Background: an optimization exercise with open tools, aiming at small area, a short achievable clock period and few clock cycles per item. Do not read the settings as production practice. The RTL was checked by simulation tests, not by an equivalence proof against the original design. Power is estimated from default activity; no workload was simulated.

==> design/flow/design.v <==
package lsra_pkg;
  localparam int MAX_REGS_DEF = 16;
  localparam int VAR_W      = 16;
  localparam int POINT_W    = 16;
  localparam int SLOT_W     = 16;
  localparam int REG_IDX_W  = 4;
  localparam int NUM_REGS_W = 5;
  localparam int CFG_AW = 3;
  localparam int CFG_DW = 32;
  localparam logic [NUM_REGS_W-1:0] NUM_REGS_RST = NUM_REGS_W'(16);
  localparam logic [SLOT_W-1:0]     SLOT_MAX     = '1;
  typedef enum logic [CFG_AW-3:0] {
    REG_NUM_REGS = 1'b0
  } cfg_reg_t;
  typedef struct packed {
    logic [VAR_W-1:0]     out_var;
    logic                 spilled;
    logic [REG_IDX_W-1:0] reg_index;
    logic [SLOT_W-1:0]    stack_slot;
    logic                 last;
  } result_t;
endpackage
module lsra_cfg (
  input  logic                                 clk,
  input  logic                                 rst_n,
  input  logic                                 psel,
  input  logic                                 penable,
  input  logic                                 pwrite,
  input  logic [lsra_pkg::CFG_AW-1:0]          paddr,
  input  logic [lsra_pkg::CFG_DW-1:0]          pwdata,
  output logic [lsra_pkg::CFG_DW-1:0]          prdata,
  output logic                                 pready,
  output logic [lsra_pkg::NUM_REGS_W-1:0]      num_regs
);
  logic [lsra_pkg::NUM_REGS_W-1:0] num_regs_r;
  logic [lsra_pkg::NUM_REGS_W-1:0] num_regs_nxt;
  logic [lsra_pkg::CFG_AW-3:0]     word;
  logic                            wr_en;
  assign pready   = 1'b1;
  assign word     = paddr[lsra_pkg::CFG_AW-1:2];
  assign wr_en    = psel & penable & pwrite;
  assign num_regs = num_regs_r;
  always_comb begin
    num_regs_nxt = num_regs_r;
    if (wr_en && (word == lsra_pkg::REG_NUM_REGS)) begin
      num_regs_nxt = pwdata[lsra_pkg::NUM_REGS_W-1:0];
    end
  end
  always_ff @(posedge clk) begin
    if (!rst_n) begin
      num_regs_r <= lsra_pkg::NUM_REGS_RST;
    end else begin
      num_regs_r <= num_regs_nxt;
    end
  end
  always_comb begin
    unique case (word)
      lsra_pkg::REG_NUM_REGS: prdata = lsra_pkg::CFG_DW'(num_regs_r);
      default:                prdata = '0;
    endcase
  end
endmodule
module lsra_ctrl #(
  parameter int MAX_REGS = lsra_pkg::MAX_REGS_DEF
) (
  input  logic                            clk,
  input  logic                            rst_n,
  input  logic [lsra_pkg::NUM_REGS_W-1:0] num_regs,
  input  logic                            in_valid,
  output logic                            in_ready,
  input  logic [lsra_pkg::VAR_W-1:0]      in_var_id,
  input  logic [lsra_pkg::POINT_W-1:0]    in_start_point,
  input  logic [lsra_pkg::POINT_W-1:0]    in_end_point,
  output logic                            out_valid,
  input  logic                            out_ready,
  output logic [lsra_pkg::VAR_W-1:0]      out_var,
  output logic                            out_spilled,
  output logic [lsra_pkg::REG_IDX_W-1:0]  out_reg_index,
  output logic [lsra_pkg::SLOT_W-1:0]     out_stack_slot,
  output logic                            out_last
);
  localparam int N   = 16;
  localparam int VW  = lsra_pkg::VAR_W;
  localparam int EPW = lsra_pkg::POINT_W;
  localparam int SW  = lsra_pkg::SLOT_W;
  localparam int QW  = VW + 2 + 4 + 4 + SW;
  logic           va_r;
  logic [VW-1:0]  avar_r;
  logic [EPW-1:0] astart_r;
  logic [EPW-1:0] aend_r;
  logic           vb_r;
  logic [VW-1:0]  bvar_r;
  logic [EPW-1:0] bend_r;
  logic [N-1:0]   vx_r;    
  logic [N-1:0]   gx_r;    
  logic [N-1:0]   valid_r;
  logic [EPW-1:0] tend_r [N];
  logic [VW-1:0]  tvar_r [N];
  logic [3:0]     rank_r [N];
  logic [N-1:0]   pw_r;
  logic [3:0]     pq_r;
  logic           ptop_r;
  logic [3:0]     er [N];
  logic [N-1:0]   valid_nx, vv;
  logic [SW-1:0]  slot_r;
  logic [SW-1:0]  slot_inc;
  logic           pend2_r;
  logic [VW-1:0]  r2var_r;
  logic           hv_r, sv_r;
  logic [QW-1:0]  head_r, skid_r;
  logic           go, fire2, push, adv, move_ab;
  logic [N-1:0]   vexp, avail, below, gq, rg_oh, top_oh, w_oh;
  logic           grant, steal, spill, tg;
  logic [3:0]     rg, top;
  logic [3:0]     qnew;
  logic [VW-1:0]  top_var;
  logic [QW-1:0]  res;
  logic [N-1:0]   as_cmp, ae_cmp;
  logic           byp_s, byp_e;
  assign slot_inc = (slot_r == lsra_pkg::SLOT_MAX) ? slot_r : slot_r + 1'b1;
  assign go       = vb_r & ~pend2_r & ~sv_r;
  assign fire2    = pend2_r & ~sv_r;
  assign push     = go | fire2;
  assign adv      = ~hv_r | out_ready;
  assign move_ab  = va_r & (~vb_r | go);
  assign in_ready = ~va_r | ~vb_r | (~pend2_r & ~sv_r);
  always_comb begin
    for (int r = 0; r < N; r++) begin
      below[r]  = 5'(r) < num_regs;
      er[r]     = pw_r[r] ? pq_r : rank_r[r];
      top_oh[r] = pw_r[r] ? ptop_r : (valid_r[r] & (rank_r[r] == 4'd0));
    end
  end
  assign vexp  = vx_r;
  assign avail = ~vexp & below;
  assign rg_oh = avail & (~avail + 1'b1);
  assign grant = |avail;
  assign gq    = gx_r;
  assign tg    = |(gq & top_oh);
  assign steal = ~grant & tg;
  assign spill = ~grant & ~tg;
  assign w_oh  = grant ? rg_oh : (tg ? top_oh : '0);
  assign valid_nx = go ? (vexp | rg_oh) : valid_r;
  assign vv       = go ? vexp : valid_r;
  always_comb begin
    rg = '0;
    for (int r = N - 1; r >= 0; r--) begin
      if (avail[r]) rg = 4'(r);
    end
  end
  always_comb begin
    top     = '0;
    top_var = '0;
    for (int r = 0; r < N; r++) begin
      top     = top | ({4{top_oh[r]}} & 4'(r));
      top_var = top_var | ({VW{top_oh[r]}} & tvar_r[r]);
    end
  end
  logic [N-1:0] cnt_t, rk_t;
  always_comb begin
    logic [N-1:0] x;
    logic         a, b;
    x = gq;
    for (int k = 2; k <= N; k = k * 2) begin
      for (int j = k / 2; j > 0; j = j / 2) begin
        for (int i = 0; i < N; i++) begin
          if (((i ^ j) > i)) begin
            a = x[i];
            b = x[i ^ j];
            if ((i & k) == 0) begin
              x[i]     = a | b;
              x[i ^ j] = a & b;
            end else begin
              x[i]     = a & b;
              x[i ^ j] = a | b;
            end
          end
        end
      end
    end
    cnt_t = x;
  end
  assign rk_t = grant ? cnt_t : {1'b0, cnt_t[N-1:1]};
  always_comb begin
    qnew[3] = rk_t[7];
    qnew[2] = (rk_t[3] & ~rk_t[7]) | rk_t[11];
    qnew[1] = (rk_t[1] & ~rk_t[3]) | (rk_t[5] & ~rk_t[7]) | (rk_t[9] & ~rk_t[11]) | rk_t[13];
    qnew[0] = (rk_t[0] & ~rk_t[1]) | (rk_t[2] & ~rk_t[3]) | (rk_t[4] & ~rk_t[5]) |
              (rk_t[6] & ~rk_t[7]) | (rk_t[8] & ~rk_t[9]) | (rk_t[10] & ~rk_t[11]) |
              (rk_t[12] & ~rk_t[13]) | rk_t[14];
  end
  assign res = {go ? bvar_r : r2var_r, go & grant, go & tg, rg, top, slot_r};
  always_comb begin
    for (int r = 0; r < N; r++) begin
      as_cmp[r] = tend_r[r] > astart_r;
      ae_cmp[r] = tend_r[r] > aend_r;
    end
  end
  assign byp_s = bend_r > astart_r;
  assign byp_e = bend_r > aend_r;
  always_ff @(posedge clk) begin
    if (!rst_n) begin
      va_r    <= 1'b0;
      vb_r    <= 1'b0;
      valid_r <= '0;
      pw_r    <= '0;
      slot_r  <= '0;
      pend2_r <= 1'b0;
      hv_r    <= 1'b0;
      sv_r    <= 1'b0;
    end else begin
      if (in_ready)     va_r <= in_valid;
      if (move_ab)      vb_r <= 1'b1;
      else if (go)      vb_r <= 1'b0;
      if (go) begin
        pw_r    <= w_oh;
        valid_r <= valid_nx;
        pend2_r <= steal;
        if (spill) slot_r <= slot_inc;
      end else if (fire2) begin
        pend2_r <= 1'b0;
        slot_r  <= slot_inc;
      end
      if (adv) begin
        hv_r <= sv_r | push;
        sv_r <= 1'b0;
      end else if (push) begin
        sv_r <= 1'b1;
      end
    end
  end
  always_ff @(posedge clk) begin
    if (in_ready) begin
      avar_r   <= in_var_id;
      astart_r <= in_start_point;
      aend_r   <= in_end_point;
    end
    if (move_ab) begin
      bvar_r <= avar_r;
      bend_r <= aend_r;
      for (int r = 0; r < N; r++) begin
        vx_r[r] <= (go && w_oh[r]) ? byp_s : (vv[r] & as_cmp[r]);
        gx_r[r] <= (go && w_oh[r]) ? (byp_s & byp_e) : (vv[r] & as_cmp[r] & ae_cmp[r]);
      end
    end
    if (go && steal) r2var_r <= top_var;
    if (adv)  head_r <= sv_r ? skid_r : res;
    if (push) skid_r <= res;
  end
  always_ff @(posedge clk) begin
    for (int r = 0; r < N; r++) begin
      if (go && w_oh[r]) begin
        tend_r[r] <= bend_r;
        tvar_r[r] <= bvar_r;
      end
      if (go) begin
        if (grant)      rank_r[r] <= er[r] + {3'd0, ~gq[r]};
        else if (steal) rank_r[r] <= er[r] - {3'd0, gq[r]};
        else            rank_r[r] <= er[r];
      end
    end
    if (go) begin
      pq_r   <= qnew;
      ptop_r <= grant ? ~cnt_t[0] : ~cnt_t[1];
    end
  end
  logic h_g, h_t, h_sp;
  assign h_g  = head_r[SW+9];
  assign h_t  = head_r[SW+8];
  assign h_sp = ~h_g & ~h_t;
  assign out_valid      = hv_r;
  assign out_var        = head_r[QW-1 -: VW];
  assign out_spilled    = h_sp;
  assign out_last       = h_g | ~h_t;
  assign out_reg_index  = h_g ? head_r[SW+7:SW+4] : (h_t ? head_r[SW+3:SW] : 4'd0);
  assign out_stack_slot = h_sp ? head_r[SW-1:0] : '0;
endmodule
module linear_scan_register_allocator_unit #(
  parameter int MAX_REGS = lsra_pkg::MAX_REGS_DEF
) (
  input  logic                        clk,
  input  logic                        rst_n,
  input  logic                        in_valid,
  output logic                        in_ready,
  input  logic [lsra_pkg::VAR_W-1:0]   in_var_id,
  input  logic [lsra_pkg::POINT_W-1:0] in_start_point,
  input  logic [lsra_pkg::POINT_W-1:0] in_end_point,
  output logic                        out_valid,
  input  logic                        out_ready,
  output logic [lsra_pkg::VAR_W-1:0]   out_var,
  output logic                        out_spilled,
  output logic [lsra_pkg::REG_IDX_W-1:0] out_reg_index,
  output logic [lsra_pkg::SLOT_W-1:0]  out_stack_slot,
  output logic                        out_last,
  input  logic                        psel,
  input  logic                        penable,
  input  logic                        pwrite,
  input  logic [lsra_pkg::CFG_AW-1:0] paddr,
  input  logic [lsra_pkg::CFG_DW-1:0] pwdata,
  output logic [lsra_pkg::CFG_DW-1:0] prdata,
  output logic                        pready
);
  logic [lsra_pkg::NUM_REGS_W-1:0] num_regs;
  lsra_cfg u_cfg (
    .clk      (clk),
    .rst_n    (rst_n),
    .psel     (psel),
    .penable  (penable),
    .pwrite   (pwrite),
    .paddr    (paddr),
    .pwdata   (pwdata),
    .prdata   (prdata),
    .pready   (pready),
    .num_regs (num_regs)
  );
  lsra_ctrl #(
    .MAX_REGS (MAX_REGS)
  ) u_ctrl (
    .clk      (clk),
    .rst_n    (rst_n),
    .num_regs (num_regs),
    .in_valid       (in_valid),
    .in_ready       (in_ready),
    .in_var_id      (in_var_id),
    .in_start_point (in_start_point),
    .in_end_point   (in_end_point),
    .out_valid      (out_valid),
    .out_ready      (out_ready),
    .out_var        (out_var),
    .out_spilled    (out_spilled),
    .out_reg_index  (out_reg_index),
    .out_stack_slot (out_stack_slot),
    .out_last       (out_last)
  );
endmodule
==> design/flow/run.sh <==
#!/bin/bash
# synth_recipe.tcl (not shown) runs the flow's synth.tcl, then flattens the netlist and writes it again
# the make line also repeats each setting of config.mk as NAME=value (left out here)
make -C /OpenROAD-flow-scripts/flow DESIGN_CONFIG=/design/flow/config.mk WORK_HOME=/design/flow/orfs CLKGATE_MAP_FILE= SYNTH_SCRIPT=/design/flow/synth_recipe.tcl finish
==> design/flow/config.mk <==
export PLATFORM = sky130hd
export DESIGN_NAME = linear_scan_register_allocator_unit
export DESIGN_NICKNAME = linear_scan_register_allocator_unit
export VERILOG_FILES = /design/flow/design.v
export SDC_FILE = /design/flow/constraint.sdc
export NUM_CORES = 4
export LEC_CHECK = 0
export CAP_MARGIN = 20
export CORE_MARGIN = 2
export CORE_UTILIZATION = 55
export SETUP_SLACK_MARGIN = 4.5
export SLEW_MARGIN = 20
==> design/flow/constraint.sdc <==
create_clock -name core_clock -period 8.0 [get_ports {clk}]
set_input_delay 1.6000 -clock core_clock [delete_from_list [all_inputs] [get_ports {clk}]]
set_output_delay 1.6000 -clock core_clock [all_outputs]
set_load 0.01 [all_outputs]
==> run summary, run 1 <==
- CP Buf/Inv Count: 7
- Starting Density: 0.557
- Worst-path fanout max: 16
- Final Non-Filler Cells: 5,237
- Input/output buffers: 105
- CP startpoint: u_cfg.num_regs_r[2]$_SDFFE_PN0P_
- Total wire length: 155,000 um
- Post-detailed-route count of antenna-violating nets: 0
- Static Leak: 21.5 nW
- Vias in the first global route: 34,254
- Placed cell area: 49,400 sq um
- Post-synthesis cell type count: 88
- Vias: 34,400
- Via density: 6.57
- Worst Setup Start Kind: flip-flop
- Max clock buf depth: 3
- Dominant synthesized flop cell: edfxtp_1
- Drt first pass iters: 6
- Flop and latch count out of synthesis: 851
- RSZ-0062 raised after global routing: true
- Clock Latency Late Sink: 0.71 ns
- Cell area after layout: 54,800 sq um
- Syn Area/Cell: 12.6 sq um
- Root Driver: clkbuf_16
- TritonCTS Buffers: 91
- Crit-path cells: nor3_4, a21oi_2, or4_4, or3_4, buf_4, nor3_4, buf_12, nand2_8, buf_12, nor2_4, buf_12, a21oi_4, buf_12, clkinvlp_4, buf_12
- Register area share after synthesis: 0.536
- Setup TNS: 0 ns
- Post-synth top area cell: edfxtp_1
- Worst-margin pin slew: 1.09 ns
- Final setup vio count: 0
- CTS sink count: 851
- WP data arrival: 4.01 ns
- Tightest Hold Check Type: flip-flop to flip-flop
- GPL Wtd Cong: 0.936
- Largest net degree at the start of global routing: 59
- Peak supply drop: 0.262 mV
- RR Startpoint: u_cfg.num_regs_r[2]$_SDFFE_PN0P_
- Die Y: 295 um
- Top-count cell post-synth: edfxtp_1
- Final hold vios: 0
- Setup crit end kind: flip-flop
- CTS tree: done
- Initial antenna violation count: 8
- Reg2Reg Setup Slack: 4.37 ns
- Cells after synthesis: 3,711
- Clk slew on worst S/H paths: 0.06 ns
- Post-Syn Area: 46,600 sq um
- Die extent in x: 295 um
- Top cell types by occurrence after synthesis: edfxtp_1 (793), ha_1 (609), nand2_1 (211)
- WP depth: 15
- Cells taking the most area after synthesis: edfxtp_1 (51%), ha_1 (16%), dfxtp_1 (2.5%)
- Share of layout cells above drive strength 1: 0.150
- Total power: 10.2 mW
- First-pass GRT wire length: 223,000 um
- Layout Utilization: 0.655
- Num rows: 106
- Drt wl/cell: 29.7 um
- Synthesis warning total: 6
- EDFF count, synth: 793
- Reg2reg path depth: 15
- Nets: 4,724
- Core Region: 83,700 sq um
- GRT Util Overall: 0.354
- Period minus WS final: 3.63 ns
- Max Slew Vio Count: 0
- Outcome: finished clean
- Critical path endpoint: u_ctrl.tend_r[14][0]$_DFFE_PP_
- Critical path class: flip-flop to flip-flop
- Dpl cells: 4,912
- Number of max-cap violations: 0
- Io pins: 163
- FMAX: 0.276 GHz
- Max-slew headroom at the worst pin: 0.276
- DRC errors left: 0
- GR Overflow Total: 0
- Power per cell area: 187 nW/um^2
- Crit-path max cell delay: 0.59 ns
- Cell family with most CP delay: simple AND/OR/NAND/NOR gates
- Final period util: 0.454
- Post-CTS Hold Buffers: 0
- Starting DRT DRC Count: 3,616
- R2r endpoint: u_ctrl.tend_r[14][0]$_DFFE_PP_
- Worst path slowest cell: or4_4
- Share of the synthesized area in the top cell type: 0.511
- Crit path top cell by count: buf_12
- Layout area overhead: 17.7%
- CTS H-tree depth: 3
- Critical path required time: 8.38 ns
- Clock Skews: 0.0630 ns
- Post-DP HPWL: 93,300 um
- Share of synthesized flip-flops with an asynchronous set or reset: 0
- Die area: 87,000 sq um
-- worst min-delay path by stage --
stage,start,to,slack [ns],depth (start not counted)
after CTS,u_ctrl.avar_r[7]$_DFFE_PP_,u_ctrl.bvar_r[7]$_DFFE_PP_,0.42,0
after global routing,u_ctrl.avar_r[7]$_DFFE_PP_,u_ctrl.bvar_r[7]$_DFFE_PP_,0.43,0
after floorplan,u_ctrl.avar_r[0]$_DFFE_PP_,u_ctrl.bvar_r[0]$_DFFE_PP_,0.40,0
final,u_ctrl.avar_r[7]$_DFFE_PP_,u_ctrl.bvar_r[7]$_DFFE_PP_,0.41,0
after global placement,u_ctrl.avar_r[1]$_DFFE_PP_,u_ctrl.bvar_r[1]$_DFFE_PP_,0.40,0
after detailed placement,u_ctrl.avar_r[7]$_DFFE_PP_,u_ctrl.bvar_r[7]$_DFFE_PP_,0.41,0
-- cells in the final DEF, fill, tap and decap left out, drive strengths merged, types with 89 or more instances in the layout --
master    n
nor2    170
clkbuf  139
nor2b    89
nand2   212
inv     106
edfxtp  793
a21o    113
buf     242
ha      609
nand4   137
a21oi   203
o21ai   161
-- registers in the layout (all words and copies together) (netlist names), 42 cells and up --
| name | count |
|---|---|
| u_ctrl.head_r | 42 |
| u_ctrl.rank_r | 64 |
| u_ctrl.skid_r | 42 |
| u_ctrl.tend_r | 256 |
| u_ctrl.tvar_r | 256 |
-- routing by layer --
metal,wire length (um),GRT usage,vias up
li1,-,-,15101
met1,61300,0.467,17045
met2,70500,0.563,1780
met3,14000,0.0571,470
met4,9530,0.193,4
met5,23,0,-
-- worst register-to-register path: cells and delay by family (launching register included) --
family	cells	cell delay (ns)
AO/OA/AOI/OAI	2	0.16
AND/OR/NAND/NOR	6	1.77
buffers and inverters	7	0.97
flip-flops	1	0.38
-- what timing repair did --
action,4_1_cts,5_1_grt
cloned,15,3
hold endpoints to repair,0,0
pin swaps,27,24
resized for setup,182,127
endpoints found under the setup margin,676,390
buffers inserted,96,40
-- metrics by stage --
| step | worst slack (ns) | hold WS (ns) |
|---|---|---|
| after detailed placement | 2.77 | 0.405 |
| final | 4.37 | 0.414 |
| after floorplan | 4.40 | 0.400 |
| after global routing | 4.28 | 0.425 |
| after global placement | 2.79 | 0.403 |
| after CTS | 4.39 | 0.419 |
-- layout make-up --
class | instances | area, sq um
repair buffers | 343 | 3410
flip-flops and latches | 851 | 25000
inverters | 111 | 447
diodes | 2 | 5.00
repair inverters | 3 | 22.5
clock inverters | 51 | 687
well taps | 1134 | 1420
multi-input cells | 2624 | 21400
fillers | 6173 | 28900
clock buffers | 118 | 2450
-- cells by family after synthesis --
family | count (synthesis) | synth area share
simple gates | 916 | 0.105
buf+inv | 273 | 0.0264
fa+ha+maj | 615 | 0.165
xor+xnor | 47 | 0.00884
other cells | 2 | 0.000161
mux | 123 | 0.0275
flops | 851 | 0.536
compound gates | 884 | 0.131
-- power by group --
part | total [mW] | internal, mW | switching, mW
Sequential | 4.98 | 4.92 | 0.0626
Clock | 4.42 | 2.54 | 1.88
Combinational | 0.833 | 0.313 | 0.520
Testbench counts, summed over its fixed seeds: cycles 14,328, items 12,000.
==> run 2, diff against run 1 <==
--- a/design/flow/config.mk
+++ b/design/flow/config.mk
@@ -5,8 +5,9 @@
 export SDC_FILE = /design/flow/constraint.sdc
 export NUM_CORES = 4
 export LEC_CHECK = 0
+export ABC_AREA = 1
 export CAP_MARGIN = 20
 export CORE_MARGIN = 2
-export CORE_UTILIZATION = 55
-export SETUP_SLACK_MARGIN = 4.5
+export CORE_UTILIZATION = 40
+export SETUP_SLACK_MARGIN = 4.75
 export SLEW_MARGIN = 20
==> run 2 against run 1 <==
  * Register-to-register slack better by 0.41 ns
  * Count of clock-buffer cells in the layout grew 8
  * Worst hold slack improved by 0.0011 ns
  * Critical path depth decreased by 12
  * Maximum frequency rose by 3.7%
  * Global-route usage decreased by 12 points
  * Combinational power shrank 3.8%
  * Via count up 4.8%
  * Largest cell class unchanged
==> run summary, run 2 <==
- Worst hold path endpoint: u_ctrl.bvar_r[14]$_DFFE_PP_ (was u_ctrl.bvar_r[7]$_DFFE_PP_)
- Setup TNS: 0 ns (unchanged)
- Number of max-cap violations: 0 (unchanged)
- Placed cell area: 51,100 sq um (was 49,400 sq um)
- Setup crit end kind: output pin (was flip-flop)
- Commonest non-fill, non-tap cell in the layout: nand2_1 (was edfxtp_1)
- Worst-path fanout max: 6 (was 16)
- Post-DP HPWL: 91,800 um (was 93,300 um)
- Vias: 36,046 (was 34,400)
- Power per cell area: 181 nW/um^2 (was 187 nW/um^2)
- Clock Latency Late Sink: 0.71 ns (about the same)
- FMAX: 0.286 GHz (was 0.276 GHz)
- Post-synth top area cell: edfxtp_1 (unchanged)
- Syn Area/Cell: 10.2 sq um (was 12.6 sq um)
- TritonCTS Buffers: 94 (was 91)
- DRC errors left: 0 (unchanged)
- Reg2Reg Setup Slack: 4.78 ns (was 4.37 ns)
- Critical path class: primary input to output pin (was flip-flop to flip-flop)
- # diodes: 0 (was 2)
- Starting Density: 0.405 (was 0.557)
- Period minus WS final: 3.50 ns (was 3.63 ns)
- Synthesis warning total: 6 (unchanged)
- Initial antenna violation count: 4 (was 8)
- Crit-path max cell delay: 0.12 ns (was 0.59 ns)
- Drt first pass iters: 6 (unchanged)
- Largest net degree at the start of global routing: 77 (was 59)
- RR Startpoint: u_ctrl.aend_r[13]$_DFFE_PP_ (was u_cfg.num_regs_r[2]$_SDFFE_PN0P_)
- Worst hold slack: 0.415 ns (was 0.414 ns)
- Peak supply drop: 0.199 mV (was 0.262 mV)
- Register area share after synthesis: 0.521 (was 0.536)
- Dominant synthesized flop cell: edfxtp_1 (unchanged)
- Layout Utilization: 0.469 (was 0.655)
- Static Leak: 23.1 nW (was 21.5 nW)
- GRT Util Overall: 0.231 (was 0.354)
- Via density: 5.44 (was 6.57)
- Reg2reg path depth: 10 (was 15)
- Post-CTS Hold Buffers: 0 (unchanged)
- Commonest non-fill, non-tap cells in the layout: nand2_1 (1,188), edfxtp_1 (793), ha_1 (609) (was edfxtp_1 (793), ha_1 (609), nand2_1 (204))
- Cells after synthesis: 4,702 (was 3,711)
- WP data arrival: 1.90 ns (was 4.01 ns)
- Post-synthesis cell type count: 64 (was 88)
- Clk slew on worst S/H paths: 0.06 ns (about the same)
- EDFF count, synth: 793 (unchanged)
- Die Y: 350 um (was 295 um)
- Worst Setup Start Kind: primary input (was flip-flop)
- Core Region: 118,000 sq um (was 83,700 sq um)
- Max-slew headroom at the worst pin: 0.218 (was 0.276)
- CTS sink count: 851 (unchanged)
- R2r endpoint: u_ctrl.gx_r[15]$_DFFE_PP_ (was u_ctrl.tend_r[14][0]$_DFFE_PP_)
- Share of synthesized flip-flops with an asynchronous set or reset: 0 (unchanged)
- Biggest regs: u_ctrl.tend_r x256, u_ctrl.tvar_r x256, u_ctrl.rank_r x64 (unchanged)
- Final hold vios: 0 (unchanged)
- Vias in the first global route: 33,936 (was 34,254)
- Cell area after layout: 55,500 sq um (was 54,800 sq um)
- Tightest Hold Check Type: flip-flop to flip-flop (unchanged)
- Nets: 5,645 (was 4,724)
- Hold Crit Depth: 0 (unchanged)
- First-pass GRT wire length: 211,000 um (was 223,000 um)
- Hold Startpoint: u_ctrl.avar_r[14]$_DFFE_PP_ (was u_ctrl.avar_r[7]$_DFFE_PP_)
- Dpl ws: 3.43 ns (was 2.77 ns)
- Critical path required time: 6.40 ns (was 8.38 ns)
- Total wire length: 147,000 um (was 155,000 um)
- Setup ws final: 4.50 ns (was 4.37 ns)
- Clock Skews: 0.0331 ns (was 0.0630 ns)
- Post-detailed-route count of antenna-violating nets: 0 (unchanged)
- Root Driver: clkbuf_16 (unchanged)
- Flop and latch count out of synthesis: 851 (unchanged)
- Dpl cells: 6,384 (was 4,912)
- Die extent in x: 350 um (was 295 um)
- RSZ-0062 raised after global routing: true (unchanged)
- Final period util: 0.438 (was 0.454)
- Max clock buf depth: 3 (unchanged)
- CTS tree: done (unchanged)
- WP depth: 3 (was 15)
- Num rows: 126 (was 106)
- Top-count cell post-synth: nand2_1 (was edfxtp_1)
- GR Overflow Total: 0 (unchanged)
- Max Slew Vio Count: 0 (unchanged)
- Input/output buffers: 105 (unchanged)
- Worst-margin pin slew: 1.17 ns (was 1.09 ns)
- Crit-path cells: buf_12, nor2_4, buf_6 (was nor3_4, a21oi_2, or4_4, or3_4, buf_4, nor3_4, buf_12, nand2_8, buf_12, nor2_4, buf_12, a21oi_4, buf_12, clkinvlp_4, buf_12)
- Total power: 10.0 mW (was 10.2 mW)
- Worst path slowest cell: buf_12 (was or4_4)
- Share of the synthesized area in the top cell type: 0.497 (was 0.511)
- Share of layout cells above drive strength 1: 0.0878 (was 0.150)
- Outcome: finished clean (unchanged)
- Final setup vio count: 0 (unchanged)
- Io pins: 163 (unchanged)
- CTS H-tree depth: 3 (unchanged)
- Cells taking the most area after synthesis: edfxtp_1 (50%), ha_1 (16%), nand2_1 (9.4%) (was edfxtp_1 (51%), ha_1 (16%), dfxtp_1 (2.5%))
- Final Non-Filler Cells: 6,625 (was 5,237)
- Drt wl/cell: 22.2 um (was 29.7 um)
- Starting DRT DRC Count: 3,375 (was 3,616)
- Cell family with most CP delay: buffers and inverters (was simple AND/OR/NAND/NOR gates)
- Post-Syn Area: 47,900 sq um (was 46,600 sq um)
- Die area: 123,000 sq um (was 87,000 sq um)
- Layout area overhead: 15.8% (was 17.7%)
- CP Buf/Inv Count: 2 (was 7)
- Top cell types by occurrence after synthesis: nand2_1 (1,199), edfxtp_1 (793), ha_1 (609) (was edfxtp_1 (793), ha_1 (609), nand2_1 (211))
- GPL Wtd Cong: 0.918 (was 0.936)
[run 2: repair_timing]
item / 4_1_cts / 5_1_grt
cloned: 6 / 13
buffers inserted: 19 / 28
setup endpoints to repair: 738 / 605
gates resized for setup: 191 / 109
pin swaps: 15 / 21
hold endpoints to repair: 0 / 0
[run 2: cell type report]
| class | count | area (sq um) |
|---|---|---|
| timing repair buffer | 244 | 2530 |
| sequential | 851 | 25000 |
| clock buffer | 126 | 2530 |
| timing repair inverter | 1 | 16.3 |
| tap | 1600 | 2000 |
| fill | 10792 | 62900 |
| inverter | 396 | 1570 |
| multi-input combinational | 3358 | 21400 |
| clock inverter | 49 | 438 |
[run 2: how the worst max path moves through the flow]
stage,startpoint,to,slack [ns]
after floorplan,paddr[2],prdata[0],4.72
after global placement,u_ctrl.ptop_r$_DFFE_PP_,u_ctrl.vx_r[10]$_DFFE_PP_,3.36
after detailed placement,u_ctrl.ptop_r$_DFFE_PP_,u_ctrl.r2var_r[12]$_DFFE_PP_,3.43
after CTS,u_ctrl.head_r[25]$_DFFE_PP_,out_stack_slot[13],4.50
after global routing,u_ctrl.head_r[25]$_DFFE_PP_,out_stack_slot[13],4.44
final,paddr[2],prdata[0],4.50
[run 2: where the power goes]
group	switching [mW]	total [mW]	internal, mW	leakage (nW)
Sequential	0.0565	4.98	4.92	7.83
Combinational	0.523	0.801	0.278	13.8
Clock	1.88	4.25	2.37	1.44
[run 2: cells by family (layout without fill, tap and decap cells)]
| logic type | count (synthesis) | in the layout | share of synthesized area |
|---|---|---|---|
| buf+inv | 529 | 816 | 0.0464 |
| compound gates | 703 | 703 | 0.0872 |
| xor+xnor | 77 | 77 | 0.0141 |
| mux | 1 | 1 | 0.000209 |
| flops | 851 | 851 | 0.521 |
| other cells | 2 | 28 | 0.000157 |
| simple gates | 1930 | 1940 | 0.171 |
| fa+ha+maj | 609 | 609 | 0.159 |
[run 2: routing by layer]
metal,routed length [um],GRT usage,vias up
met5,0,0,-
met4,5180,0.0760,0
met3,11600,0.0279,258
met2,66600,0.371,1384
met1,63600,0.325,17263
li1,-,-,17141
==> run 3, diff against run 2 <==
--- a/design/flow/config.mk
+++ b/design/flow/config.mk
@@ -9,5 +9,7 @@
 export CAP_MARGIN = 20
 export CORE_MARGIN = 2
 export CORE_UTILIZATION = 40
-export SETUP_SLACK_MARGIN = 4.75
+export CTS_CLUSTER_DIAMETER = 150
+export CTS_CLUSTER_SIZE = 25
+export SETUP_SLACK_MARGIN = 4.5
 export SLEW_MARGIN = 20
==> run 3 against run 2 <==
  * Register-to-register slack lost 0.17 ns
  * Worst hold slack improved by 0.0071 ns
  * Largest cell class unchanged
  * Critical path type unchanged
  * Still clean
  * Utilization is 2.3 points lower
  * Final cell count decreased by 2.3%
  * Sequential share of layout area increased by 2.4 points
  * Combinational power is 2.9% lower
  * Synthesized cell count is the same
  * Critical path depth did not move
==> run summary, run 3 <==
- Adder-cell area share of the yosys netlist: 0.159 (unchanged)
- Die Y: 350 um (unchanged)
- Max Slew Vio Count: 0 (unchanged)
- Top-count cell post-synth: nand2_1 (unchanged)
- Critical path required time: 6.40 ns (about the same)
- Reg2Reg Setup Slack: 4.61 ns (was 4.78 ns)
- Cells taking the most area after synthesis: edfxtp_1 (50%), ha_1 (16%), nand2_1 (9.4%) (unchanged)
- GPL Wtd Cong: 0.912 (was 0.918)
- FMAX: 0.285 GHz (was 0.286 GHz)
- Worst-margin pin slew: 1.18 ns (was 1.17 ns)
- Compound-Gate Fraction of Synth Area: 0.0872 (unchanged)
- First-pass GRT wire length: 206,000 um (was 211,000 um)
- CTS tree: done (unchanged)
- Hold Crit Depth: 0 (unchanged)
- WP data arrival: 1.91 ns (was 1.90 ns)
- DRC errors left: 0 (unchanged)
- Input/output buffers: 105 (unchanged)
- Power per cell area: 155 nW/um^2 (was 181 nW/um^2)
- Share of layout cells above drive strength 1: 0.0559 (was 0.0878)
- Final period util: 0.439 (was 0.438)
- Post-detailed-route count of antenna-violating nets: 0 (unchanged)
- Die area: 123,000 sq um (unchanged)
- Biggest regs: u_ctrl.tend_r x256, u_ctrl.tvar_r x256, u_ctrl.rank_r x64 (unchanged)
- Share of the synthesized area in the top cell type: 0.497 (unchanged)
- Flop and latch count out of synthesis: 851 (unchanged)
- Num rows: 126 (unchanged)
- GRT Util Overall: 0.226 (was 0.231)
- Post-CTS Hold Buffers: 0 (unchanged)
- CTS sink count: 851 (unchanged)
- Nets: 5,553 (was 5,645)
- Synthesis warning total: 6 (unchanged)
- Setup crit end kind: output pin (unchanged)
- Post-synthesis cell type count: 64 (unchanged)
- Drt wl/cell: 21.8 um (was 22.2 um)
- Post-DP HPWL: 92,200 um (was 91,800 um)
- Number of max-cap violations: 0 (unchanged)
- Layout fillers: 11,148 (was 10,792)
- Root Driver: clkbuf_16 (unchanged)
- Largest net degree at the start of global routing: 57 (was 77)
- Top cell types by occurrence after synthesis: nand2_1 (1,199), edfxtp_1 (793), ha_1 (609) (unchanged)
- RSZ-0062 raised after global routing: true (unchanged)
- Post-synth top area cell: edfxtp_1 (unchanged)
- Post-Syn Area: 47,900 sq um (unchanged)
- TritonCTS Buffers: 40 (was 94)
- Tightest Hold Check Type: flip-flop to flip-flop (unchanged)
- Total wire length: 141,000 um (was 147,000 um)
- Vias in the first global route: 33,438 (was 33,936)
- Cells after synthesis: 4,702 (unchanged)
- CTS H-tree depth: 2 (was 3)
- Starting DRT DRC Count: 3,209 (was 3,375)
- Vias: 35,252 (was 36,046)
- Largest family of logic cells by synthesized area: simple AND/OR/NAND/NOR gates (unchanged)
- Worst-path fanout max: 6 (unchanged)
- Initial antenna violation count: 1 (was 4)
- Drt first pass iters: 5 (was 6)
- Worst hold slack: 0.422 ns (was 0.415 ns)
- RR Startpoint: u_ctrl.sv_r$_SDFFE_PP0P_ (was u_ctrl.aend_r[13]$_DFFE_PP_)
- Max-slew headroom at the worst pin: 0.212 (was 0.218)
- Static Leak: 21.9 nW (was 23.1 nW)
- Share of synthesized flip-flops with an asynchronous set or reset: 0 (unchanged)
- EDFF count, synth: 793 (unchanged)
- Dominant synthesized flop cell: edfxtp_1 (unchanged)
- Commonest non-fill, non-tap cell in the layout: nand2_1 (unchanged)
- Worst hold path endpoint: u_ctrl.bvar_r[15]$_DFFE_PP_ (was u_ctrl.bvar_r[14]$_DFFE_PP_)
- Hold Startpoint: u_ctrl.avar_r[15]$_DFFE_PP_ (was u_ctrl.avar_r[14]$_DFFE_PP_)
- Outcome: finished clean (unchanged)
- Post-Synth XOR/XNOR Area: 0.0141 (unchanged)
- Final setup vio count: 0 (unchanged)
- Core Region: 118,000 sq um (unchanged)
- Critical path class: primary input to output pin (unchanged)
- Clk slew on worst S/H paths: 0.09 ns (was 0.06 ns)
- Setup TNS: 0 ns (unchanged)
- Starting Density: 0.405 (unchanged)
- R2r endpoint: u_ctrl.gx_r[8]$_DFFE_PP_ (was u_ctrl.gx_r[15]$_DFFE_PP_)
- # diodes: 0 (unchanged)
- Mux share of post-synthesis cell area: 0.000209 (unchanged)
- Worst Setup Start Kind: primary input (unchanged)
- Period minus WS final: 3.51 ns (was 3.50 ns)
- Commonest non-fill, non-tap cells in the layout: nand2_1 (1,191), edfxtp_1 (793), ha_1 (609) (was nand2_1 (1,188), edfxtp_1 (793), ha_1 (609))
- Multi-input logic area: 21,100 sq um (was 21,400 sq um)
- Clock Skews: 0.0468 ns (was 0.0331 ns)
- Max clock buf depth: 3 (unchanged)
- Reg2reg path depth: 8 (was 10)
- Final hold vios: 0 (unchanged)
- Io pins: 163 (unchanged)
- Simple-gate share of the synthesized area: 0.171 (unchanged)
- Clock Latency Late Sink: 0.65 ns (was 0.71 ns)
- Seq. cell area: 25,000 sq um (about the same)
- Via density: 5.45 (was 5.44)
- Register area share after synthesis: 0.521 (unchanged)
- GR Overflow Total: 0 (unchanged)
- Peak supply drop: 0.184 mV (was 0.199 mV)
- Layout area overhead: 10.1% (was 15.8%)
- Syn Area/Cell: 10.2 sq um (unchanged)
- Die extent in x: 350 um (unchanged)
## run 3: cell count changes in the layout (fill, tap and decap cells not counted), sizes merged
| cell | previous run | this run |
|---|---|---|
| clkdlybuf4s50 | 75 | 76 |
| clkbuf | 133 | 58 |
| clkinvlp | 8 | 1 |
| clkinv | 39 | 3 |
| clkdlybuf4s15 | 0 | 10 |
| bufbuf | 2 | 1 |
| nand2 | 1225 | 1218 |
| nor2 | 328 | 327 |
| dlygate4sd2 | 1 | 10 |
| inv | 394 | 395 |
| bufinv | 5 | 0 |
| buf | 159 | 115 |
## run 3: critical path, cell delays in order
cell and delay, ns:
buf_12 0.11, nor2_2 0.06, buf_2 0.13
## run 3: logic make-up (layout without fill, tap and decap cells)
family          after synthesis  count (layout)
compound gates              703             703
xor+xnor                     77              77
fa+ha+maj                   609             609
buf+inv                     529             669
flops                       851             851
mux                           1               1
other cells                   2              28
simple gates               1930            1932
## run 3: per-layer routing
layer,vias to the layer above,track usage,part of all wire
met5,-,0,0
met4,0,0.0720,0.032
met3,230,0.0279,0.070
met2,1196,0.369,0.46
met1,16952,0.313,0.44
li1,16874,-,-
## run 3: area by class of cell
cell class | count | share of cell area
Sequential cell | 851 | 0.474
Clock inverter | 3 | 0.000831
Inverter | 396 | 0.0287
Timing Repair Buffer | 215 | 0.0380
Tap cell | 1600 | 0.0380
Multi-Input combinational cell | 3350 | 0.400
Clock buffer | 55 | 0.0209
## run 3: through the flow
step	cell area (sq um)	setup WS (ns)	power, mW	instances	utilization
3_3_place_gp	51100	3.35	5.80	6384	0.431
6_report	52700	4.49	8.16	6470	0.445
4_1_cts	52500	4.42	8.22	6463	0.443
3_5_place_dp	51100	3.35	5.83	6384	0.431
2_1_floorplan	48000	4.54	5.53	4728	-
5_1_grt	52700	4.44	8.46	6470	0.445
## run 3: how the worst max path moves through the flow
stage | end | cells past startpoint | from
floorplan | in_ready | 4 | u_ctrl.sv_r$_SDFFE_PP0P_
global placement | u_ctrl.tvar_r[11][2]$_DFFE_PP_ | 11 | u_ctrl.ptop_r$_DFFE_PP_
detailed placement | u_ctrl.tvar_r[11][2]$_DFFE_PP_ | 11 | u_ctrl.ptop_r$_DFFE_PP_
CTS | out_stack_slot[15] | 5 | u_ctrl.head_r[25]$_DFFE_PP_
global route | u_ctrl.gx_r[8]$_DFFE_PP_ | 8 | u_ctrl.sv_r$_SDFFE_PP0P_
finish | prdata[4] | 3 | paddr[2]
## run 3: power by group
group	switching (mW)	internal, mW
combinational	0.512	0.266
sequential	0.0536	4.91
clock	1.44	0.981
## run 3: repair_timing
item                       4_1_cts  5_1_grt
pin swaps                       17        3
cloned                           3        1
resized for setup              106       42
setup endpoints to repair      659      549
setup buffers                   18        6
==> run 4, diff against run 3 <==
--- a/design/flow/config.mk
+++ b/design/flow/config.mk
@@ -10,6 +10,6 @@
 export CORE_MARGIN = 2
 export CORE_UTILIZATION = 40
 export CTS_CLUSTER_DIAMETER = 150
-export CTS_CLUSTER_SIZE = 25
+export CTS_CLUSTER_SIZE = 20
 export SETUP_SLACK_MARGIN = 4.5
 export SLEW_MARGIN = 20
==> run 4 against run 3 <==
  * Sequential power hardly changed
  * Maximum frequency fell by 0.58%
  * Highest routed layer unchanged
  * Clock power rose by 8%
  * Design area up 0.84%
  * Utilization grew 0.37 points
  * Final cell count up 0.36%
  * Register-to-register slack got worse by 0.04 ns
  * Total power rose by 2.5%
  * Critical path depth increased by 4
  * Via count increased by 0.84%
  * Flip-flop and latch count did not move
  * Synthesized cell count did not move
==> run summary, run 4 <==
- Input/output buffers: 105 (unchanged)
- Max clock buf depth: 3 (unchanged)
- TritonCTS Buffers: 48 (was 40)
- Drt first pass iters: 5 (unchanged)
- GRT Util Overall: 0.228 (was 0.226)
- Num rows: 126 (unchanged)
- Die Y: 350 um (unchanged)
- Post-synth top area cell: edfxtp_1 (unchanged)
- Peak supply drop: 0.202 mV (was 0.184 mV)
- Tightest Hold Check Type: flip-flop to flip-flop (unchanged)
- Top-count cell post-synth: nand2_1 (unchanged)
- Dominant synthesized flop cell: edfxtp_1 (unchanged)
- CTS H-tree depth: 2 (unchanged)
- Vias in the first global route: 33,571 (was 33,438)
- Core Region: 118,000 sq um (unchanged)
- Share of synthesized flip-flops with an asynchronous set or reset: 0 (unchanged)
- EDFF count, synth: 793 (unchanged)
- Setup TNS: 0 ns (unchanged)
- Final setup vio count: 0 (unchanged)
- Seq. cell area: 25,000 sq um (about the same)
- Cells after synthesis: 4,702 (unchanged)
- Post-detailed-route count of antenna-violating nets: 0 (unchanged)
- Starting Density: 0.405 (unchanged)
- Vias: 35,547 (was 35,252)
- Register area share after synthesis: 0.521 (unchanged)
- Clock Skews: 0.0409 ns (was 0.0468 ns)
- Multi-input logic area: 21,200 sq um (was 21,100 sq um)
- Synthesis warning total: 6 (unchanged)
- Final period util: 0.442 (was 0.439)
- FMAX: 0.283 GHz (was 0.285 GHz)
- Cells taking the most area after synthesis: edfxtp_1 (50%), ha_1 (16%), nand2_1 (9.4%) (unchanged)
- Max-slew headroom at the worst pin: 0.249 (was 0.212)
- Post-CTS Hold Buffers: 0 (unchanged)
- Number of max-cap violations: 0 (unchanged)
- Crit-path cells: nor2_4, buf_6, buf_6, buf_8, clkinv_8, nor2_1, buf_2 (was buf_12, nor2_2, buf_2)
- Drt wl/cell: 22.0 um (was 21.8 um)
- Worst Setup Start Kind: flip-flop (was primary input)
- GPL Wtd Cong: 0.912 (unchanged)
- Nets: 5,571 (was 5,553)
- Flop and latch count out of synthesis: 851 (unchanged)
- # diodes: 0 (unchanged)
- Share of the synthesized area in the top cell type: 0.497 (unchanged)
- DRC errors left: 0 (unchanged)
- Initial antenna violation count: 2 (was 1)
- Worst path slowest cell: edfxtp_1 (was buf_2)
- RSZ-0062 raised after global routing: true (unchanged)
- GR Overflow Total: 0 (unchanged)
- Final hold vios: 0 (unchanged)
- Dpl ws: 3.35 ns (unchanged)
- Critical path class: flip-flop to output pin (was primary input to output pin)
- CTS tree: done (unchanged)
- Crit-path max cell delay: 0.46 ns (was 0.13 ns)
- Setup crit end kind: output pin (unchanged)
- Crit path top cell by count: buf_6
- Period minus WS final: 3.53 ns (was 3.51 ns)
- Static Leak: 22.0 nW (was 21.9 nW)
- Cell family with most CP delay: buffers and inverters (unchanged)
- CP Buf/Inv Count: 5 (was 2)
- Total wire length: 143,000 um (was 141,000 um)
- Syn Area/Cell: 10.2 sq um (unchanged)
- Starting DRT DRC Count: 3,092 (was 3,209)
- Share of layout cells above drive strength 1: 0.0642 (was 0.0559)
- CTS sink count: 851 (unchanged)
- Setup ws final: 4.47 ns (was 4.49 ns)
- Post-DP HPWL: 92,200 um (unchanged)
- Post-Syn Area: 47,900 sq um (unchanged)
- Post-synthesis cell type count: 64 (unchanged)
- Worst-margin pin slew: 1.12 ns (was 1.18 ns)
- WP data arrival: 1.93 ns (was 1.91 ns)
- Largest net degree at the start of global routing: 57 (unchanged)
- Biggest regs: u_ctrl.tend_r x256, u_ctrl.tvar_r x256, u_ctrl.rank_r x64 (unchanged)
- Commonest non-fill, non-tap cells in the layout: nand2_1 (1,190), edfxtp_1 (793), ha_1 (609) (was nand2_1 (1,191), edfxtp_1 (793), ha_1 (609))
- Clock Latency Late Sink: 0.69 ns (was 0.65 ns)
- Layout fillers: 11,125 (was 11,148)
- Layout area overhead: 11.0% (was 10.1%)
- Root Driver: clkbuf_16 (unchanged)
- Max Slew Vio Count: 0 (unchanged)
- Top cell types by occurrence after synthesis: nand2_1 (1,199), edfxtp_1 (793), ha_1 (609) (unchanged)
- Die extent in x: 350 um (unchanged)
- Power per cell area: 157 nW/um^2 (was 155 nW/um^2)
- Outcome: finished clean (unchanged)
- Die area: 123,000 sq um (unchanged)
- Via density: 5.47 (was 5.45)
- Io pins: 163 (unchanged)
- Commonest non-fill, non-tap cell in the layout: nand2_1 (unchanged)
- Clk slew on worst S/H paths: 0.10 ns (was 0.09 ns)
- First-pass GRT wire length: 207,000 um (was 206,000 um)
- Worst-path fanout max: 8 (was 6)
- Critical path required time: 6.40 ns (about the same)
[run 4: cell counts after synthesis]
Identical to the previous run, type by type.
[run 4: per-stage QoR]
| step | power [mW] | instances | area, sq um | hold WS (ns) | utilization |
|---|---|---|---|---|---|
| finish | 8.37 | 6493 | 53100 | 0.420 | 0.449 |
| global route | 8.67 | 6493 | 53100 | 0.413 | 0.449 |
| CTS | 8.41 | 6480 | 52700 | 0.419 | 0.445 |
| detailed placement | 5.83 | 6384 | 51100 | 0.405 | 0.431 |
| global placement | 5.80 | 6384 | 51100 | 0.404 | 0.431 |
| floorplan | 5.53 | 4728 | 48000 | 0.400 | - |
[run 4: layer usage]
layer	track usage	up-vias	part of all wire
met5	0	-	0
met4	0.0726	0	0.033
met3	0.0297	223	0.074
met2	0.371	1258	0.46
met1	0.315	17153	0.43
li1	-	16913	-
[run 4: kinds of logic after synthesis]
group           synth area share
mux                     0.000209
compound gates            0.0872
other cells             0.000157
fa+ha+maj                  0.159
buf+inv                   0.0464
xor+xnor                  0.0141
simple gates               0.171
flops                      0.521
[run 4: cell type report]
type | instances | area share
Clock inverter | 4 | 0.00106
Tap cell | 1600 | 0.0377
Multi-Input combinational cell | 3351 | 0.398
Inverter | 396 | 0.0289
Sequential cell | 851 | 0.470
Clock buffer | 67 | 0.0239
Timing Repair inverter | 1 | 0.000212
Timing Repair Buffer | 223 | 0.0398
[run 4: path summary, 6_finish.rpt]
check                                                  from                           to  slack (ns)  cells after the start
worst min register to register  u_ctrl.avar_r[11]$_DFFE_PP_  u_ctrl.bvar_r[11]$_DFFE_PP_        0.42                      0
worst max register to register     u_ctrl.sv_r$_SDFFE_PP0P_     u_ctrl.gx_r[8]$_DFFE_PP_        4.57                      8
worst max-delay path            u_ctrl.head_r[25]$_DFFE_PP_           out_stack_slot[12]        4.47                      7
worst min-delay path            u_ctrl.avar_r[11]$_DFFE_PP_  u_ctrl.bvar_r[11]$_DFFE_PP_        0.42                      0
[run 4: what timing repair did]
action,in CTS,in global routing
gates cloned,4,4
pin swaps,17,4
endpoints found under the setup margin,659,593
setup buffers,21,9
gates resized for setup,145,88
[run 4: power breakdown]
| part | switching [mW] | leakage, nW | internal (mW) |
|---|---|---|---|
| registers | 0.0536 | 7.83 | 4.91 |
| clock network | 1.49 | 0.641 | 1.12 |
| logic | 0.517 | 13.6 | 0.270 |
| total | 2.07 | 22.0 | 6.30 |
==> run 5, diff against run 4 <==
--- a/design/flow/config.mk
+++ b/design/flow/config.mk
@@ -9,7 +9,8 @@
 export CAP_MARGIN = 20
 export CORE_MARGIN = 2
 export CORE_UTILIZATION = 40
-export CTS_CLUSTER_DIAMETER = 150
-export CTS_CLUSTER_SIZE = 20
+export CTS_CLUSTER_DIAMETER = 100
+export CTS_CLUSTER_SIZE = 25
 export SETUP_SLACK_MARGIN = 4.5
 export SLEW_MARGIN = 20
+export TNS_END_PERCENT = 10
==> run 5 against run 4 <==
  * Largest cell class unchanged
  * Via count down 1.8%
  * Wire length fell by 1.9%
  * Global-route usage decreased by 0.10 points
  * Synthesized cell count is the same
  * Final cell count decreased by 0.39%
  * Critical path type unchanged
  * Combinational power decreased by 2%
  * Sequential power hardly changed
  * Still clean
  * Highest routed layer unchanged
  * First-iteration DRC count down 1.6%
==> run summary, run 5 <==
- Outcome: finished clean (unchanged)
- Multi-input logic area: 21,000 sq um (was 21,200 sq um)
- Flop and latch count out of synthesis: 851 (unchanged)
- Initial antenna violation count: 0 (was 2)
- Clock Latency Late Sink: 0.67 ns (was 0.69 ns)
- Nets: 5,546 (was 5,571)
- Biggest regs: u_ctrl.tend_r x256, u_ctrl.tvar_r x256, u_ctrl.rank_r x64 (unchanged)
- Input/output buffers: 105 (unchanged)
- Critical path class: flip-flop to output pin (unchanged)
- WP data arrival: 2.09 ns (was 1.93 ns)
- Static Leak: 21.9 nW (was 22.0 nW)
- Wl on met1: 63,400 um (was 62,000 um)
- Max clock buf depth: 3 (unchanged)
- Critical path required time: 6.40 ns (about the same)
- Worst Setup Start Kind: flip-flop (unchanged)
- Top-count cell post-synth: nand2_1 (unchanged)
- GR Overflow Total: 0 (unchanged)
- Hold Crit Depth: 0 (unchanged)
- Commonest non-fill, non-tap cells in the layout: nand2_1 (1,192), edfxtp_1 (793), ha_1 (609) (was nand2_1 (1,190), edfxtp_1 (793), ha_1 (609))
- Post-DP HPWL: 91,900 um (was 92,200 um)
- Post-synth top area cell: edfxtp_1 (unchanged)
- RSZ-0062 raised after global routing: true (unchanged)
- Synthesis warning total: 6 (unchanged)
- Root Driver: clkbuf_16 (unchanged)
- Dpl ws: 3.44 ns (was 3.35 ns)
- Die extent in x: 350 um (unchanged)
- Post-synthesis cell type count: 64 (unchanged)
- Cells after synthesis: 4,702 (unchanged)
- Tightest Hold Check Type: flip-flop to flip-flop (unchanged)
- Syn Area/Cell: 10.2 sq um (unchanged)
- Total power: 8.22 mW (was 8.37 mW)
- Largest net degree at the start of global routing: 68 (was 57)
- DRC errors left: 0 (unchanged)
- Starting Density: 0.405 (unchanged)
- Cells taking the most area after synthesis: edfxtp_1 (50%), ha_1 (16%), nand2_1 (9.4%) (unchanged)
- Final period util: 0.462 (was 0.442)
- # diodes: 0 (unchanged)
- Reg2reg path depth: 14 (was 8)
- Clock Skews: 0.0476 ns (was 0.0409 ns)
- Met3 wire len: 8050 um (was 10,600 um)
- Layout area overhead: 9.82% (was 11.0%)
- Final hold vios: 0 (unchanged)
- Share of synthesized flip-flops with an asynchronous set or reset: 0 (unchanged)
- Worst-path fanout max: 6 (was 8)
- FMAX: 0.271 GHz (was 0.283 GHz)
- Post-CTS Hold Buffers: 0 (unchanged)
- Starting DRT DRC Count: 3,043 (was 3,092)
- Top cell types by occurrence after synthesis: nand2_1 (1,199), edfxtp_1 (793), ha_1 (609) (unchanged)
- Max layer used: met4 (unchanged)
- Drt first pass iters: 5 (unchanged)
- Hold Startpoint: u_ctrl.avar_r[2]$_DFFE_PP_ (was u_ctrl.avar_r[11]$_DFFE_PP_)
- Peak supply drop: 0.176 mV (was 0.202 mV)
- Final setup vio count: 0 (unchanged)
- Vias in the first global route: 33,365 (was 33,571)
- Layout fillers: 11,081 (was 11,125)
- Max Slew Vio Count: 0 (unchanged)
- CTS sink count: 851 (unchanged)
- Clk slew on worst S/H paths: 0.10 ns (about the same)
- Die Y: 350 um (unchanged)
- Vias: 34,916 (was 35,547)
- Post-detailed-route count of antenna-violating nets: 0 (unchanged)
- Routed wl met2: 63,200 um (was 65,400 um)
- Setup crit end kind: output pin (unchanged)
- CP startpoint: u_ctrl.head_r[25]$_DFFE_PP_ (unchanged)
- Core Region: 118,000 sq um (unchanged)
- Share of layout cells above drive strength 1: 0.0530 (was 0.0642)
- Worst-margin pin slew: 1.16 ns (was 1.12 ns)
- Setup TNS: 0 ns (unchanged)
- Commonest non-fill, non-tap cell in the layout: nand2_1 (unchanged)
- Register area share after synthesis: 0.521 (unchanged)
- Num rows: 126 (unchanged)
- Number of max-cap violations: 0 (unchanged)
- TritonCTS Buffers: 42 (was 48)
- Io pins: 163 (unchanged)
- First-pass GRT wire length: 208,000 um (was 207,000 um)
- Post-Syn Area: 47,900 sq um (unchanged)
- Drt wl/cell: 21.6 um (was 22.0 um)
- EDFF count, synth: 793 (unchanged)
- Setup ws final: 4.31 ns (was 4.47 ns)
- RR Startpoint: u_ctrl.ptop_r$_DFFE_PP_ (was u_ctrl.sv_r$_SDFFE_PP0P_)
- Max-slew headroom at the worst pin: 0.227 (was 0.249)
- CTS H-tree depth: 2 (unchanged)
- Seq. cell area: 25,000 sq um (about the same)
- Share of the synthesized area in the top cell type: 0.497 (unchanged)
- Power per cell area: 156 nW/um^2 (was 157 nW/um^2)
- GRT Util Overall: 0.227 (was 0.228)
- Total wire length: 140,000 um (was 143,000 um)
- Die area: 123,000 sq um (unchanged)
- CTS tree: done (unchanged)
- Via density: 5.40 (was 5.47)
- Dominant synthesized flop cell: edfxtp_1 (unchanged)
- Period minus WS final: 3.69 ns (was 3.53 ns)
- GPL Wtd Cong: 0.911 (was 0.912)
[run 5: cell count changes in the layout (fill, tap and decap cells not counted), sizes merged, moves of 3 or more]
cell,previous run,this run
dlygate4sd2,2,18
clkdlybuf4s50,76,80
clkbuf,76,52
clkinv,5,11
buf,134,107
inv,394,397
[run 5: cell type report]
type	count	area share
clock buffers	52	0.0209
clock inverters	13	0.00214
inverters	396	0.0286
multi-input cells	3349	0.399
flip-flops and latches	851	0.475
well taps	1600	0.0381
repair buffers	207	0.0361
[run 5: worst max-delay path, cell delays in order, from the launching register on]
cell and delay, ns:
edfxtp_1 0.55, nor2_4 0.24, buf_4 0.13, clkdlybuf4s50_1 0.53
[run 5: through the flow]
stage               cell area [sq um]  hold slack [ns]   util  std cells
finish                          52600            0.423  0.444       6468
detailed placement              51100            0.405  0.431       6383
global placement                51100            0.403  0.431       6383
global route                    52600            0.437  0.444       6468
floorplan                       48000            0.400      -       4728
CTS                             52400            0.426  0.443       6457
[run 5: worst paths after layout]
check                               end  slack [ns]
max                         out_spilled        4.31
min          u_ctrl.bvar_r[2]$_DFFE_PP_        0.42
max reg2reg    u_ctrl.gx_r[0]$_DFFE_PP_        4.52
min reg2reg  u_ctrl.bvar_r[2]$_DFFE_PP_        0.42
[run 5: logic make-up after synthesis]
logic type / count (synthesis) / share of synthesized area
adders and majority gates: 609 / 0.159
other: 2 / 0.000157
xor gates and xnor gates: 77 / 0.0141
and+or+nand+nor: 1930 / 0.171
buffers and inverters: 529 / 0.0464
AOI/OAI and AO/OA: 703 / 0.0872
muxes: 1 / 0.000209
DFF: 851 / 0.521
[run 5: routing by layer]
layer,track usage,vias up
met5,0,-
met4,0.0830,0
met3,0.0221,209
met2,0.363,1119
met1,0.319,16736
li1,-,16852
[run 5: power breakdown]
group	internal, mW	total, mW	switching, mW	leakage [nW]
Clock	1.00	2.48	1.48	0.592
Sequential	4.91	4.97	0.0564	7.83
Combinational	0.264	0.772	0.507	13.5
Total	6.18	8.22	2.04	21.9
[run 5: timing repair]
item,CTS,global route
buffers inserted,7,9
resized for setup,67,28
pin swaps,11,3
cloned,2,0
setup endpoints to repair,667,617
==> run 6, diff against run 5 <==
--- a/design/flow/config.mk
+++ b/design/flow/config.mk
@@ -6,11 +6,10 @@
 export NUM_CORES = 4
 export LEC_CHECK = 0
 export ABC_AREA = 1
-export CAP_MARGIN = 20
+export CAP_MARGIN = 0
 export CORE_MARGIN = 2
 export CORE_UTILIZATION = 40
 export CTS_CLUSTER_DIAMETER = 100
 export CTS_CLUSTER_SIZE = 25
 export SETUP_SLACK_MARGIN = 4.5
-export SLEW_MARGIN = 20
-export TNS_END_PERCENT = 10
+export SLEW_MARGIN = 0
==> run 6 against run 5 <==
  * Design area increased by 0.62%
  * Still clean
  * Synthesized cell count unchanged
  * First-iteration DRC count rose by 5.5%
  * Register-to-register slack better by 0.11 ns
  * Area after synthesis unchanged
  * Critical path depth is the same
  * Sequential share of layout area decreased by 0.29 points
  * Setup slack gained 0.17 ns
  * Critical endpoint is now prdata[4]
  * Clock skew fell by 0.0015 ns
  * Utilization up 0.28 points
  * Flip-flop and latch count did not move
==> run summary, run 6 <==
- TritonCTS Buffers: 43 (was 42)
- Top Usage Layer GRT: met2 (unchanged)
- Core Region: 118,000 sq um (unchanged)
- Final period util: 0.440 (was 0.462)
- Worst hold slack: 0.427 ns (was 0.423 ns)
- Top-count cell post-synth: nand2_1 (unchanged)
- First-pass GRT wire length: 206,000 um (was 208,000 um)
- Hold Crit Depth: 0 (unchanged)
- Share of layout cells above drive strength 1: 0.0563 (was 0.0530)
- DRC errors left: 0 (unchanged)
- Vias: 35,412 (was 34,916)
- CP startpoint: paddr[2] (was u_ctrl.head_r[25]$_DFFE_PP_)
- Die area: 123,000 sq um (unchanged)
- FMAX: 0.284 GHz (was 0.271 GHz)
- Biggest regs: u_ctrl.tend_r x256, u_ctrl.tvar_r x256, u_ctrl.rank_r x64 (unchanged)
- Number of max-cap violations: 0 (unchanged)
- M3 GR Usage: 0.0274 (was 0.0221)
- Power per cell area: 157 nW/um^2 (was 156 nW/um^2)
- Crit-path cells: buf_8, nor2_1, buf_2 (was nor2_4, buf_4, clkdlybuf4s50_1)
- Period minus WS final: 3.52 ns (was 3.69 ns)
- Drt first pass iters: 6 (was 5)
- Largest net degree at the start of global routing: 57 (was 68)
- GR Util met1: 0.313 (was 0.319)
- Worst-path fanout max: 6 (unchanged)
- Drt wl/cell: 21.9 um (was 21.6 um)
- CP Buf/Inv Count: 2 (unchanged)
- Io pins: 163 (unchanged)
- Max clock buf depth: 3 (unchanged)
- Clk slew on worst S/H paths: 0.09 ns (was 0.10 ns)
- Critical path required time: 6.40 ns (about the same)
- Worst path slowest cell: buf_2 (was edfxtp_1)
- Max Slew Vio Count: 0 (unchanged)
- Post-synthesis cell type count: 64 (unchanged)
- Commonest non-fill, non-tap cells in the layout: nand2_1 (1,192), edfxtp_1 (793), ha_1 (609) (unchanged)
- GR Overflow Total: 0 (unchanged)
- WP data arrival: 1.92 ns (was 2.09 ns)
- Layout fillers: 11,132 (was 11,081)
- Cell family with most CP delay: buffers and inverters (unchanged)
- Worst hold path endpoint: u_ctrl.bvar_r[13]$_DFFE_PP_ (was u_ctrl.bvar_r[2]$_DFFE_PP_)
- Cells after synthesis: 4,702 (unchanged)
- Root Driver: clkbuf_16 (unchanged)
- Cells taking the most area after synthesis: edfxtp_1 (50%), ha_1 (16%), nand2_1 (9.4%) (unchanged)
- Post-Syn Area: 47,900 sq um (unchanged)
- Worst Setup Start Kind: primary input (was flip-flop)
- Reg2Reg Setup Slack: 4.63 ns (was 4.52 ns)
- Final hold vios: 0 (unchanged)
- Dominant synthesized flop cell: edfxtp_1 (unchanged)
- Post-synth top area cell: edfxtp_1 (unchanged)
- Post-DP HPWL: 92,200 um (was 91,900 um)
- Setup crit end kind: output pin (unchanged)
- Input/output buffers: 105 (unchanged)
- Layout area overhead: 10.5% (was 9.82%)
- Syn Area/Cell: 10.2 sq um (unchanged)
- Post-detailed-route count of antenna-violating nets: 0 (unchanged)
- R2r endpoint: u_ctrl.gx_r[1]$_DFFE_PP_ (was u_ctrl.gx_r[0]$_DFFE_PP_)
- RR Startpoint: u_ctrl.sv_r$_SDFFE_PP0P_ (was u_ctrl.ptop_r$_DFFE_PP_)
- Layout Utilization: 0.447 (was 0.444)
- Hold Startpoint: u_ctrl.avar_r[13]$_DFFE_PP_ (was u_ctrl.avar_r[2]$_DFFE_PP_)
- Via density: 5.46 (was 5.40)
- Setup TNS: 0 ns (unchanged)
- Static Leak: 22.0 nW (was 21.9 nW)
- CTS tree: done (unchanged)
- Die Y: 350 um (unchanged)
- CTS sink count: 851 (unchanged)
- RSZ-0062 raised after global routing: true (unchanged)
- Num rows: 126 (unchanged)
- GRT Util Overall: 0.226 (was 0.227)
- EDFF count, synth: 793 (unchanged)
- Initial antenna violation count: 2 (was 0)
- Total wire length: 142,000 um (was 140,000 um)
- Top cell types by occurrence after synthesis: nand2_1 (1,199), edfxtp_1 (793), ha_1 (609) (unchanged)
- GPL Wtd Cong: 0.912 (was 0.911)
- Commonest non-fill, non-tap cell in the layout: nand2_1 (unchanged)
- Tightest Hold Check Type: flip-flop to flip-flop (unchanged)
- Share of synthesized flip-flops with an asynchronous set or reset: 0 (unchanged)
- Outcome: finished clean (unchanged)
- Final setup vio count: 0 (unchanged)
- Total power: 8.29 mW (was 8.22 mW)
- Flop and latch count out of synthesis: 851 (unchanged)
- Nets: 5,561 (was 5,546)
- Clock Latency Late Sink: 0.65 ns (was 0.67 ns)
- Met2 usage: 0.371 (was 0.363)
- Die extent in x: 350 um (unchanged)
- Share of the synthesized area in the top cell type: 0.497 (unchanged)
- Worst-margin pin slew: 1.15 ns (was 1.16 ns)
- Critical path class: primary input to output pin (was flip-flop to output pin)
- Max-slew headroom at the worst pin: 0.235 (was 0.227)
- Register area share after synthesis: 0.521 (unchanged)
- Crit-path max cell delay: 0.14 ns (was 0.55 ns)
- # diodes: 0 (unchanged)
- CTS H-tree depth: 2 (unchanged)
- Synthesis warning total: 6 (unchanged)
- Vias in the first global route: 33,382 (was 33,365)
- Reg2reg path depth: 10 (was 14)
- Clock Skews: 0.0460 ns (was 0.0476 ns)
- Starting DRT DRC Count: 3,210 (was 3,043)
- Peak supply drop: 0.179 mV (was 0.176 mV)
- Starting Density: 0.405 (unchanged)
## run 6: cell counts after synthesis
No cell type changed its count.
## run 6: logic make-up after synthesis
kind of cell / Yosys count / share of synthesized area
simple gates: 1930 / 0.171
flops: 851 / 0.521
compound gates: 703 / 0.0872
fa+ha+maj: 609 / 0.159
buf+inv: 529 / 0.0464
xor+xnor: 77 / 0.0141
other cells: 2 / 0.000157
mux: 1 / 0.000209
## run 6: how the worst max path moves through the flow
stage	to	slack [ns]	depth (start not counted)
finish	prdata[4]	4.48	3
global route	u_ctrl.vx_r[15]$_DFFE_PP_	4.46	18
CTS	u_ctrl.vx_r[8]$_DFFE_PP_	4.48	14
detailed placement	u_ctrl.tvar_r[11][2]$_DFFE_PP_	3.35	11
global placement	u_ctrl.tvar_r[11][2]$_DFFE_PP_	3.35	11
floorplan	in_ready	4.54	4
## run 6: power breakdown
| part | internal (mW) | leakage [nW] | switching, mW |
|---|---|---|---|
| clock | 1.05 | 0.613 | 1.50 |
| sequential | 4.91 | 7.83 | 0.0538 |
| combinational | 0.265 | 13.6 | 0.512 |
| total | 6.23 | 22.0 | 2.06 |
## run 6: layout make-up
cell class | count | area [sq um] | area share
Clock inverter | 12 | 159 | 0.00300
Multi-Input combinational cell | 3351 | 21100 | 0.398
Timing Repair Buffer | 219 | 2070 | 0.0392
Sequential cell | 851 | 25000 | 0.472
Clock buffer | 52 | 1110 | 0.0210
Tap cell | 1600 | 2000 | 0.0378
Inverter | 396 | 1520 | 0.0286
## run 6: stage by stage
step	std cells	setup slack (ns)	cell area, sq um
floorplan	4728	4.54	48000
global placement	6384	3.35	51100
detailed placement	6384	3.35	51100
CTS	6467	4.48	52700
global route	6481	4.46	52900
finish	6481	4.48	52900
## run 6: metal layers
layer,vias to the layer above,wire (um)
met1,17032,62700
li1,16904,-
met3,217,10200
met4,0,4310
met5,-,0
met2,1259,65000
## run 6: what timing repair did
action                     in CTS  in global routing
buffers inserted               16                 12
hold buffers                    0                  0
pin swaps                      16                  7
hold endpoints to repair        0                  0
resized for setup              95                 33
gates cloned                    3                  2
setup endpoints to repair     658                604

-- static timing again, ports no longer ideal --
How much do the figures lean on ideal ports? The routed layouts below were timed once more, with nothing changed but the port constraints. Step 1 assumes that a clkbuf_16 drives the clock port and a buf_2 every other input. Step 2, shift: input delay + t, output delay - t, t = (earliest + latest rising clock arrival at the registers) / 2. This alone moves slack from input paths to output paths. Slacks: ideal ports / drivers / drivers and shift; pairs: ideal ports / drivers.
run | shift t [ns] | setup WS [ns] | hold slack, ns | worst setup path at the end | slew at the worst register clock pin (ns)
run 1 | 0.742 | 4.371 / 4.371 / 4.371 | 0.414 / 0.414 / 0.414 | register to register | 0.07 / 0.07
run 2 | 0.765 | 4.499 / 4.450 / 4.450 | 0.415 / 0.415 / 0.415 | input to output | 0.07 / 0.07
run 3 | 0.702 | 4.488 / 4.440 / 4.440 | 0.422 / 0.422 / 0.422 | input to output | 0.12 / 0.12
run 4 | 0.736 | 4.468 / 4.399 / 4.440 | 0.420 / 0.420 / 0.420 | input to output | 0.10 / 0.10
run 5 | 0.724 | 4.306 / 4.231 / 4.037 | 0.423 / 0.423 / 0.423 | input to register | 0.11 / 0.11
run 6 | 0.705 | 4.479 / 4.440 / 4.440 | 0.427 / 0.427 / 0.427 | input to output | 0.11 / 0.11
After both steps setup and hold are still met in every run listed. The setup slack of run 5, which loses most, moves by -0.075 ns with the drivers and by -0.269 ns with both steps.
